Context: an optimization exercise on an open-source flow, tuned for small area and a short achievable clock period. The choices shown serve that exercise and are no tape-out recipe.
Only simulation tests tie the RTL to the original design; equivalence was not proved.
Power and IR drop assume default switching activity.

v45:
// kv_mem_block
module kv_mem_block #(
  parameter int NUM_ENTRIES = 16,
  parameter int KEY_WIDTH   = 32,
  parameter int VALUE_WIDTH = 64
) (
  input  logic                               clk,
  input  logic                               rst_n,
  input  logic [KEY_WIDTH-1:0]               key_in,
  input  logic [VALUE_WIDTH-1:0]             value_in,
  input  logic                               select_in,
  input  logic                               write_in,
  input  logic                               delete_in,
  input  logic [NUM_ENTRIES-1:0]             idx_in,
  input  logic                               flush_in,
  output logic                               hit,
  output logic [NUM_ENTRIES-1:0]             hit_idx,
  output logic [VALUE_WIDTH-1:0]             value_out,
  output logic                               free_valid,
  output logic [NUM_ENTRIES-1:0]             free_idx,
  output logic [$clog2(NUM_ENTRIES+1)-1:0]   count,
  output logic                               busy,
  output logic                               err,
  output ctrl_types_pkg::kv_mem_state_e      dbg_state
);
  localparam int CW = $clog2(NUM_ENTRIES + 1);
  localparam int PW = $clog2(NUM_ENTRIES);
  logic                   state_q;
  logic [PW-1:0]          ptr_q;
  logic [NUM_ENTRIES-1:0] valid_q;
  logic [KEY_WIDTH-1:0]   key_q [NUM_ENTRIES];
  logic [VALUE_WIDTH-1:0] val_q [NUM_ENTRIES];
  logic [CW-1:0]          count_q;
  logic                   err_q;
  logic [NUM_ENTRIES-1:0] match;
  logic [NUM_ENTRIES-1:0] key_hit_idx;
  logic [NUM_ENTRIES-1:0] free_vec;
  logic [NUM_ENTRIES-1:0] idx_valid;
  logic [NUM_ENTRIES-1:0] acc_idx;
  logic                   key_hit;
  logic                   idx_ok;
  logic                   any_free;
  logic [NUM_ENTRIES-1:0] match_n;
  logic [NUM_ENTRIES-1:0] valid_n;
  assign valid_n = ~valid_q;
  for (genvar i = 0; i < NUM_ENTRIES; i++) begin : g_cmp
    kv_key_cmp u_cmp (
      .valid_n_in (valid_n[i]),
      .key_a_in   (key_q[i]),
      .key_b_in   (key_in),
      .match_out  (match[i]),
      .match_n_out(match_n[i])
    );
  end
  kv_prio_onehot #(.WIDTH(NUM_ENTRIES)) u_free_sel (
    .req_in  (~valid_q),
    .gnt_out (free_vec)
  );
  assign key_hit   = |match;
  assign any_free  = ~&valid_q;
  logic [3:0] grp_any, grp_multi;
  ...
For scale: about 220 I/O pins.
Settings: LEC_CHECK=0, CAP_MARGIN=10, CORE_MARGIN=2, CORE_UTILIZATION=40, PLACE_DENSITY=0.55, SLEW_MARGIN=10, SYNTH_HIERARCHICAL=1, TNS_END_PERCENT=0; clock period 14.0 ns.
standard.sh (not shown) runs the stock make flow with config.mk's settings and CLKGATE_MAP_FILE= SYNTH_SCRIPT=/design/flow/synth_recipe.tcl, a recipe that flattens the netlist after the stock synthesis.
==> flow/flow/run.sh <==
#!/bin/bash
set -euo pipefail
cd "$(dirname "${BASH_SOURCE[0]}")/.."
source flow/knobs.sh
bash standard.sh "${KNOBS[@]}" finish > make_finish.log 2>&1
==> flow/flow/downsize.tcl <==
# Swap a few gate types that synthesis sized up for its fixed output load
# back to their smallest drive strength (same function and pins).
set swaps {
  sky130_fd_sc_hd__a22oi_2 sky130_fd_sc_hd__a22oi_1
  sky130_fd_sc_hd__nor3_2  sky130_fd_sc_hd__nor3_1
  sky130_fd_sc_hd__a21oi_2 sky130_fd_sc_hd__a21oi_1
  sky130_fd_sc_hd__o31ai_2 sky130_fd_sc_hd__o31ai_1
}
set n 0
foreach inst [[ord::get_db_block] getInsts] {
  set m [[$inst getMaster] getName]
  if { [dict exists $swaps $m] } {
    replace_cell [$inst getName] [dict get $swaps $m]
    incr n
  }
}
puts "downsize.tcl: resized $n instances"
==> flow/flow/knobs.sh <==
KNOBS=(
  "SETUP_SLACK_MARGIN=5.75"
  "BUFFER_PORTS_ARGS=-buffer_cell sky130_fd_sc_hd__buf_1"
  "CTS_ARGS=-sink_clustering_enable -repair_clock_nets -dont_use_dummy_load -sink_clustering_size 16 -sink_clustering_max_diameter 60 -buf_list {sky130_fd_sc_hd__clkbuf_4 sky130_fd_sc_hd__clkbuf_8}"
  "PRE_FLOORPLAN_TCL=$PWD/flow/downsize.tcl"
)
## Diff of input files: v19 against v45
- TNS_END_PERCENT: 0 -> unset
--- a/flow/flow/knobs.sh
+++ b/flow/flow/knobs.sh
@@ -1,3 +1,3 @@
 KNOBS=(
-  "SETUP_SLACK_MARGIN=5.75"
+  "SETUP_SLACK_MARGIN=6"
   "BUFFER_PORTS_ARGS=-buffer_cell sky130_fd_sc_hd__buf_1"
Notes after the runs:
- Higher area used by multi-input combinational logic was reported by v19, not v45.
- On global-route wire length before repair, v45 beats v19.
- v19 vs. v45: part of the total power dissipated in combinational logic went up by 0.6 points.
- v19 vs v45: total power up slightly
- Compare v45 and v19 | worst slack on hold paths lower: v19
- v19 does better than v45 on worst path setup slack after routing.
- From v45 to v19 the numbers moved as follows: maximum single-stage delay on the critical path now sits lower, global-route usage has increased, combinational power now larger, utilization now larger.
Setup changes, v19 to v53
- CAP_MARGIN changed from 10 to 20
- SLEW_MARGIN changed from 10 to 20
- PLACE_DENSITY changed from 0.55 to 0.68
- CORE_UTILIZATION changed from 40 to 55
[summary]
For the power, v53 came in about 1.8% lower than v19 did.
Compare v53 and v19 | count of clock buffers in the final design higher: v19
Delta (v53 minus v19): core occupancy in the finished layout rose by 18 points, register share of total power went up by 1.2 points.
Between v19 and v53, the post-route standard cell area excluding fillers does not differ in any meaningful way.
Cells: v53 has fewer instances than v19
First-pass iteration count of the detailed router was lower in v19 than in v53.
Sort v53 and v19 by setup slack, ascending, and v53 comes first.
Input changes introduced in v39 (baseline for comparison: v53):
- PLACE_DENSITY: 0.68 -> 0.55
- SLEW_MARGIN: 20 -> 10
- CAP_MARGIN: 20 -> 10
- CORE_UTILIZATION: 55 -> 40
--- a/flow/flow/knobs.sh
+++ b/flow/flow/knobs.sh
@@ -1,3 +1,3 @@
 KNOBS=(
-  "SETUP_SLACK_MARGIN=6"
+  "SETUP_SLACK_MARGIN=5.5"
   "BUFFER_PORTS_ARGS=-buffer_cell sky130_fd_sc_hd__buf_1"
Diff v53 -> v39: combined area of the multi-input logic cells now smaller; clock period minus final worst setup slack +0.073 ns; utilization of the core after routing lower; final design area excluding fillers lost 2900 sq um.

==> port drivers added, routing unchanged <==
In the flow no input, the clock included, has a driving cell. The finished layouts below were timed again as built, in two steps. Step 1, drivers: a clkbuf_16 drives clk and a buf_2 each remaining input, both assumed. Step 2 adds t to the input delays and takes it off the output delays; t is the mean of the earliest and latest rising clock arrival at the registers after step 1. Input paths then give back, and output paths get back, about the clock's delay inside the block. Slacks: ideal / step 1 / step 2; pairs: ideal / step 1.
run	shift t [ns]	slack for setup (ns)	worst hold slack (ns)
v45	0.939	5.568 / 5.453 / 5.453	0.522 / 0.522 / 0.522
v19	0.938	5.587 / 5.472 / 5.472	0.518 / 0.518 / 0.518
v53	0.859	5.542 / 5.423 / 5.423	0.611 / 0.611 / 0.611
v39	0.942	5.469 / 5.447 / 5.447	0.521 / 0.521 / 0.521
After both steps every run listed still meets setup and hold. For v53, which loses most, drivers alone change the setup slack by -0.119 ns; drivers and shift together by -0.119 ns.
